From an optimization exercise on the open Yosys and OpenROAD flow, aimed at small area, a short achievable clock period and few clock cycles per item; shortcuts taken in it are not production practice. At most, simulation tests tie the RTL to the original design; equivalence was not proved. No activity file was given, so power comes from the tool's default toggle rates.

JK:
==> flow/design.v <==
`timescale 1ns/10ps
`default_nettype none
module xbus_filter (
    input  logic        clk,
    input  logic        arst_n,
    input  logic [65:0] in_pkt,
    input  logic [7:0]  pad_value,
    output logic        vec_wr_en,
    output logic [15:0] vec_din,
    input  logic        vec_full,
    output logic        cache_full
);
    logic [1:0]  tag;
    logic        is_head;
    logic        is_body;
    logic [15:0] hx;
    logic [15:0] hy;
    assign tag = in_pkt[65:64];
    assign is_head = tag == 2'd1;
    assign is_body = tag == 2'd2;
    assign hx = in_pkt[15:0];
    assign hy = in_pkt[31:16];
    logic       x_lo;
    logic       x_hi;
    logic       y_lo;
    logic       y_hi;
    logic [7:0] ex;
    logic [7:0] ey;
    assign x_lo = hx[15:3] == '0;
    assign x_hi = hx == 16'hffff;
    assign y_lo = hy[15:3] == '0;
    assign y_hi = hy == 16'hffff;
    always_comb begin
        ex[0] = x_hi;
        ey[0] = y_hi;
        for (int i = 1; i < 8; i++) begin
            ex[i] = x_lo && hx[2:0] == 3'(i - 1);
            ey[i] = y_lo && hy[2:0] == 3'(i - 1);
        end
    end
    logic [5:0] h_colmask;
    logic [5:0] h_rowmask;
    always_comb begin
        for (int c = 0; c < 6; c++) begin
            h_colmask[c] = ex[c] | ex[c + 1] | ex[c + 2];
            h_rowmask[c] = ey[c] | ey[c + 1] | ey[c + 2];
        end
    end
    logic [2:0] h_cv;
    logic [2:0] h_rv;
    always_comb begin
        for (int k = 0; k < 3; k++) begin
            h_cv[k] = 1'b0;
            h_rv[k] = 1'b0;
            for (int i = 0; i < 8; i++) begin
                if (i - 1 + k >= 1 && i - 1 + k <= 6) begin
                    h_cv[k] = h_cv[k] | ex[i];
                    h_rv[k] = h_rv[k] | ey[i];
                end
            end
        end
    end
    logic [1:0] h_base;
    assign h_base = {hy[0], 1'b0} + hx[1:0] + 2'd1;
    function automatic logic [3:0] need_of(input int b, input logic [5:0] rm,
                                           input logic [5:0] cm);
        logic [3:0] n;
        n = '0;
        if (b < 9) begin
            for (int l = 0; l < 4; l++) begin
                n[l] = rm[(4 * b + l) / 6] & cm[(4 * b + l) % 6];
            end
        end
        need_of = n;
    endfunction
    logic [9:0]      ib;            
    logic [5:0]      colmask;
    logic [5:0]      rowmask;
    logic [2:0][3:0] nd;
    logic [3:0]      nd_next;       
    logic [1:0][3:0] nd_head;
    always_comb begin
        nd_next = {4{ib[9] | ib[8] | ib[7]}};
        for (int b = 0; b < 6; b++) begin
            nd_next = nd_next | ({4{ib[b]}} & need_of(b + 3, rowmask, colmask));
        end
        for (int j = 0; j < 2; j++) begin
            nd_head[j] = need_of(j, h_rowmask, h_colmask);
        end
    end
    always_ff @(posedge clk or negedge arst_n) begin
        if (!arst_n) begin
            ib <= 10'b10_0000_0000;
            nd <= {4'b1111, 4'b1111, 4'b0000};
        end else if (is_head) begin
            ib <= 10'b00_0000_0001;
            nd <= {need_of(2, h_rowmask, h_colmask), nd_head};
        end else if (is_body) begin
            ib <= {ib[8:0], 1'b0};
            nd <= {nd_next, nd[2:1]};
        end
    end
    always_ff @(posedge clk) begin
        if (is_head) begin
            colmask <= h_colmask;
            rowmask <= h_rowmask;
        end
    end
    logic [3:0] wr;
    assign wr = is_body ? nd[0] : 4'd0;
    logic [3:0]       wp;
    logic [3:0]       rp;
    logic [3:0]       t1;
    logic [3:0]       t2;
    logic [3:0]       pop;
    logic [3:0][15:0] ent0;
    logic [3:0][15:0] ent1;
    for (genvar l = 0; l < 4; l++) begin : g_lane
        logic [15:0] m0;
        logic [15:0] m1;
        always_ff @(posedge clk or negedge arst_n) begin
            if (!arst_n) begin
                wp[l] <= 1'b0;
                rp[l] <= 1'b0;
                t1[l] <= 1'b0;
                t2[l] <= 1'b0;
            end else begin
                if (wr[l]) wp[l] <= !wp[l];
                if (pop[l]) rp[l] <= !rp[l];
                if (wr[l] && !pop[l]) begin
                    t1[l] <= 1'b1;
                    t2[l] <= t1[l];
                end else if (!wr[l] && pop[l]) begin
                    t1[l] <= t2[l];
                    t2[l] <= 1'b0;
                end
            end
        end
        always_ff @(posedge clk) begin
            if (wr[l] && !wp[l]) m0 <= {in_pkt[8 * (4 + l) +: 8], in_pkt[8 * l +: 8]};
            if (wr[l] && wp[l]) m1 <= {in_pkt[8 * (4 + l) +: 8], in_pkt[8 * l +: 8]};
        end
        assign ent0[l] = m0;
        assign ent1[l] = m1;
    end
    logic       act;
    logic [2:0] okh;
    logic [2:0] okw;
    logic [8:0] opad;
    logic [3:0] lane0;
    logic       pend;
    logic [2:0] prv;
    logic [2:0] pcv;
    logic [1:0] pbase;
    logic [2:0] vfh;
    function automatic logic [3:0] rotl1(input logic [3:0] v);
        rotl1 = {v[2:0], v[3]};
    endfunction
    logic       row_end0;
    logic       lv1;
    logic       lpad0;
    logic       lpad1;
    logic [3:0] lane1;
    assign row_end0 = okw[2];
    assign lv1 = !(okh[2] && okw[2]);
    assign lpad0 = opad[0];
    assign lpad1 = opad[1];
    assign lane1 = row_end0 ? lane0 : rotl1(lane0);
    logic       emit;
    logic       emit_n;
    logic       take;
    logic [8:0] new_pad;
    logic [3:0] new_base;
    logic       act_n;
    logic       pad0_n;
    logic [3:0] lane0_n;
    logic [3:0] t1_n;
    logic [3:0] t2_n;
    logic [2:0] vfh_n;
    logic       pad1_n;
    logic       row_end0_n;
    logic [3:0] lane1_n;
    logic [3:0] s1_n;
    logic [3:0] s1;             
    assign take = !act || (emit && okh[2] && okw[2]);
    assign pop = (emit && !lpad0) ? lane0 : 4'd0;
    always_comb begin
        act_n = take ? pend : act;
        pad0_n = take ? new_pad[0] : (emit ? opad[1] : opad[0]);
        lane0_n = take ? new_base : (emit ? lane1 : lane0);
        for (int l = 0; l < 4; l++) begin
            t1_n[l] = (wr[l] && !pop[l]) || (t1[l] && !(pop[l] && !wr[l])) || (t2[l] && pop[l]);
            t2_n[l] = (wr[l] && !pop[l]) ? t1[l] : (t2[l] && !pop[l]);
        end
        vfh_n = {vfh[1:0], vec_full};
        emit_n = act_n && vfh_n != 3'b111 && (pad0_n || (lane0_n & t1_n) != 4'd0);
        pad1_n = take ? new_pad[1] : (emit ? opad[2] : opad[1]);
        row_end0_n = take ? 1'b0 : (emit ? okw[1] : okw[2]);
        lane1_n = row_end0_n ? lane0_n : rotl1(lane0_n);
        s1_n = lane1_n & (row_end0_n && !pad0_n ? t2_n : t1_n);
    end
    always_comb begin
        for (int kh = 0; kh < 3; kh++) begin
            for (int kw = 0; kw < 3; kw++) begin
                new_pad[kh * 3 + kw] = !(prv[kh] && pcv[kw]);
            end
        end
        new_base = 4'b0001 << pbase;
    end
    always_ff @(posedge clk or negedge arst_n) begin
        if (!arst_n) begin
            act <= 1'b0;
            emit <= 1'b0;
            s1 <= 4'd0;
            pend <= 1'b0;
            vfh <= '0;
            vec_wr_en <= 1'b0;
        end else begin
            vfh <= vfh_n;
            emit <= emit_n;
            s1 <= s1_n;
            vec_wr_en <= emit;
            if (take) begin
                act <= pend;
            end
            if (is_head) begin
                pend <= 1'b1;
            end else if (take) begin
                pend <= 1'b0;
            end
        end
    end
    logic [3:0]  sel0;
    logic [3:0]  sel1;
    logic [15:0] vec_next;
    assign sel0 = lpad0 ? 4'd0 : (lane0 & ~rp);
    assign sel1 = lpad0 ? 4'd0 : (lane0 & rp);
    always_comb begin
        vec_next = {16{lpad0}} & {pad_value, pad_value};
        for (int l = 0; l < 4; l++) begin
            vec_next = vec_next | ({16{sel0[l]}} & ent0[l]) | ({16{sel1[l]}} & ent1[l]);
        end
    end
    always_ff @(posedge clk) begin
        if (take) begin
            okh <= 3'b001;
            okw <= 3'b001;
            opad <= new_pad;
            lane0 <= new_base;
        end else if (emit) begin
            okw <= {okw[1:0], okw[2]};
            if (okw[2]) okh <= {okh[1:0], okh[2]};
            opad <= {1'b1, opad[8:1]};
            lane0 <= lane1;
        end
        if (is_head) begin
            prv <= h_rv;
            pcv <= h_cv;
            pbase <= h_base;
        end
        vec_din <= vec_next;
    end
    logic       cf_prev;        
    logic       ce1;
    logic       go1;            
    logic [3:0] q0;             
    logic [3:0] q1;             
    logic [3:0] nu1;            
    logic [3:0] nu2;            
    logic [3:0] nf1;            
    logic [3:0] nf2;            
    logic [3:0] na;
    logic [3:0] nb;
    logic [3:0] nc;
    logic [3:0] w1;             
    logic [3:0] w2;
    logic [3:0] w3;
    logic       h01;
    logic       h0and1;
    logic [3:0] hw1;
    logic [3:0] hw2;
    logic [3:0] ov;
    logic [3:0] hov;
    logic       cf_n;
    logic       pend_hit;
    always_comb begin
        ce1 = vfh[1:0] != 2'b11;
        go1 = emit && lv1 && ce1 && !lpad1;
        for (int l = 0; l < 4; l++) begin
            q0[l] = pop[l];
            q1[l] = go1 && s1[l];
        end
        nu1 = ~(q0 | q1);
        nu2 = ~(q0 & q1);
        nf1 = t2 & nu1;
        nf2 = t1 & (t2 | nu1) & nu2;
        na = nd[0];
        nb = (cf_prev && cache_full) ? 4'd0 : nd[1];
        nc = (cf_prev || cache_full) ? 4'd0 : nd[2];
        w1 = na | nb | nc;
        w2 = (na & nb) | (na & nc) | (nb & nc);
        w3 = na & nb & nc;
        ov = (w1 & nf1) | (w2 & nf2) | w3;
        h01 = hy[15] || hy[2:0] <= 3'd2;
        h0and1 = hy[2:1] == 2'd0 && !cache_full;
        hw1 = {4{h01}};
        hw2 = {h0and1, h0and1, 2'b00};
        hov = (hw1 & nf1) | (hw2 & nf2);
        pend_hit = pend && (ib[9] || (ib[8] && !(cf_prev && cache_full))
                            || (ib[7] && !cf_prev && !cache_full));
        cf_n = (is_head ? hov != 4'd0 : ov != 4'd0) || pend_hit;
    end
    always_ff @(posedge clk or negedge arst_n) begin
        if (!arst_n) begin
            cache_full <= 1'b0;
            cf_prev <= 1'b0;
        end else begin
            cache_full <= cf_n;
            cf_prev <= cache_full;
        end
    end
endmodule
`default_nettype wire
==> flow/config.mk <==
export PLATFORM = sky130hd
export DESIGN_NAME = xbus_filter
export DESIGN_NICKNAME = xbus_filter
export VERILOG_FILES = /design/flow/design.v
export SDC_FILE = /design/flow/constraint.sdc
export NUM_CORES = 4
export LEC_CHECK = 0
export CAP_MARGIN = 20
export CORE_MARGIN = 2
export CORE_UTILIZATION = 40
export SETUP_SLACK_MARGIN = 2.5
export SLEW_MARGIN = 20
==> flow/constraint.sdc <==
create_clock -name core_clock -period 4.5 [get_ports {clk}]
set_input_delay 0.9000 -clock core_clock [delete_from_list [all_inputs] [get_ports {clk}]]
set_output_delay 0.9000 -clock core_clock [all_outputs]
set_load 0.01 [all_outputs]
standard.sh (not shown) runs the stock make flow with config.mk's settings and CLKGATE_MAP_FILE= SYNTH_SCRIPT=/design/flow/synth_recipe.tcl, a recipe that flattens the netlist after the stock synthesis.
==> flow/flow/run.sh <==
#!/bin/bash
# Standard ORFS layout with two changes: the port buffers start as buf_1
# (the resizer still upsizes the ones on critical paths) and CTS uses its own
# clustering and inserts no dummy loads. Each tool's output goes to its own
# log in the work folder.
set -euo pipefail
bash standard.sh \
  'BUFFER_PORTS_ARGS=-buffer_cell sky130_fd_sc_hd__buf_1' \
  'CTS_ARGS=-sink_clustering_enable -repair_clock_nets -dont_use_dummy_load -buf_list {sky130_fd_sc_hd__clkbuf_4 sky130_fd_sc_hd__clkbuf_8} -sink_clustering_size 12 -sink_clustering_max_diameter 50' \
  MATCH_CELL_FOOTPRINT=0 \
  finish > make_finish.log 2>&1
Testbench counts of JK, summed over its fixed seeds: cycles 4,179, windows 384.
[inputs] MS vs JK
--- a/flow/design.v
+++ b/flow/design.v
@@ -190,13 +190,20 @@
         lane0_n = take ? new_base : (emit ? lane1 : lane0);
         for (int l = 0; l < 4; l++) begin
             t1_n[l] = (wr[l] && !pop[l]) || (t1[l] && !(pop[l] && !wr[l])) || (t2[l] && pop[l]);
             t2_n[l] = (wr[l] && !pop[l]) ? t1[l] : (t2[l] && !pop[l]);
         end
         vfh_n = {vfh[1:0], vec_full};
-        emit_n = act_n && vfh_n != 3'b111 && (pad0_n || (lane0_n & t1_n) != 4'd0);
+        if (take) begin
+            emit_n = pend && (new_pad[0] || (new_base & t1_n) != 4'd0);
+        end else if (emit) begin
+            emit_n = act && (opad[1] || (lane1 & t1_n) != 4'd0);
+        end else begin
+            emit_n = act && (opad[0] || (lane0 & t1_n) != 4'd0);
+        end
+        emit_n = emit_n && vfh_n != 3'b111;
         pad1_n = take ? new_pad[1] : (emit ? opad[2] : opad[1]);
         row_end0_n = take ? 1'b0 : (emit ? okw[1] : okw[2]);
         lane1_n = row_end0_n ? lane0_n : rotl1(lane0_n);
         s1_n = lane1_n & (row_end0_n && !pad0_n ? t2_n : t1_n);
     end
     always_comb begin
@@ -271,13 +278,12 @@
     logic [3:0] nf2;            
     logic [3:0] na;
     logic [3:0] nb;
     logic [3:0] nc;
     logic [3:0] w1;             
     logic [3:0] w2;
-    logic [3:0] w3;
     logic       h01;
     logic       h0and1;
     logic [3:0] hw1;
     logic [3:0] hw2;
     logic [3:0] ov;
     logic [3:0] hov;
@@ -296,14 +302,13 @@
         nf2 = t1 & (t2 | nu1) & nu2;
         na = nd[0];
         nb = (cf_prev && cache_full) ? 4'd0 : nd[1];
         nc = (cf_prev || cache_full) ? 4'd0 : nd[2];
         w1 = na | nb | nc;
         w2 = (na & nb) | (na & nc) | (nb & nc);
-        w3 = na & nb & nc;
-        ov = (w1 & nf1) | (w2 & nf2) | w3;
+        ov = (w1 & nf1) | (w2 & nf2);
         h01 = hy[15] || hy[2:0] <= 3'd2;
         h0and1 = hy[2:1] == 2'd0 && !cache_full;
         hw1 = {4{h01}};
         hw2 = {h0and1, h0and1, 2'b00};
         hov = (hw1 & nf1) | (hw2 & nf2);
         pend_hit = pend && (ib[9] || (ib[8] && !(cf_prev && cache_full))
==> summary.txt <==
Going from JK to MS, the clock power share was found to have gone up by 0.8 points.
Critical path depth in MS vs JK: up 3
Taking JK as the reference point, the worst setup slack of MS falls by 270 ps.
JK → MS: post-route cell area now larger; starting density of the core now sits at about the same level.
MS ends up with a power in sequential cells that is about 2% higher than in JK.
Compared with JK, in MS routed length per placed instance moved up; met3 routed wirelength moved down.
The RTL of MS was laid out without a check of its function.

## re-timing with driven ports
The results above use ideal ports. As a check the final layouts listed here were re-extracted and re-timed, cells and wires unchanged.
Step 1 assumes that a clkbuf_16 drives the clock port and a buf_2 every other input.
Step 2 times the ports against the registers' clock, not the clock port: input delays grow and output delays shrink by t, the midpoint of the rising clock arrivals with the driver on.
Three values: ideal, step 1, step 2; two values: the first two.
run | t, ns | slack for setup (ns) | worst setup path at the end | worst slew at a driven data input, ns
JK | 0.559 | 2.433 / 2.433 / 1.923 | input to register | 0.06
MS | 0.583 | 2.160 / 2.172 / 1.595 | input to register | 0.06
After both steps setup and hold are still met in every run listed. The setup slack of MS, which loses most, moves by +0.012 ns with the drivers and by -0.565 ns with both steps.
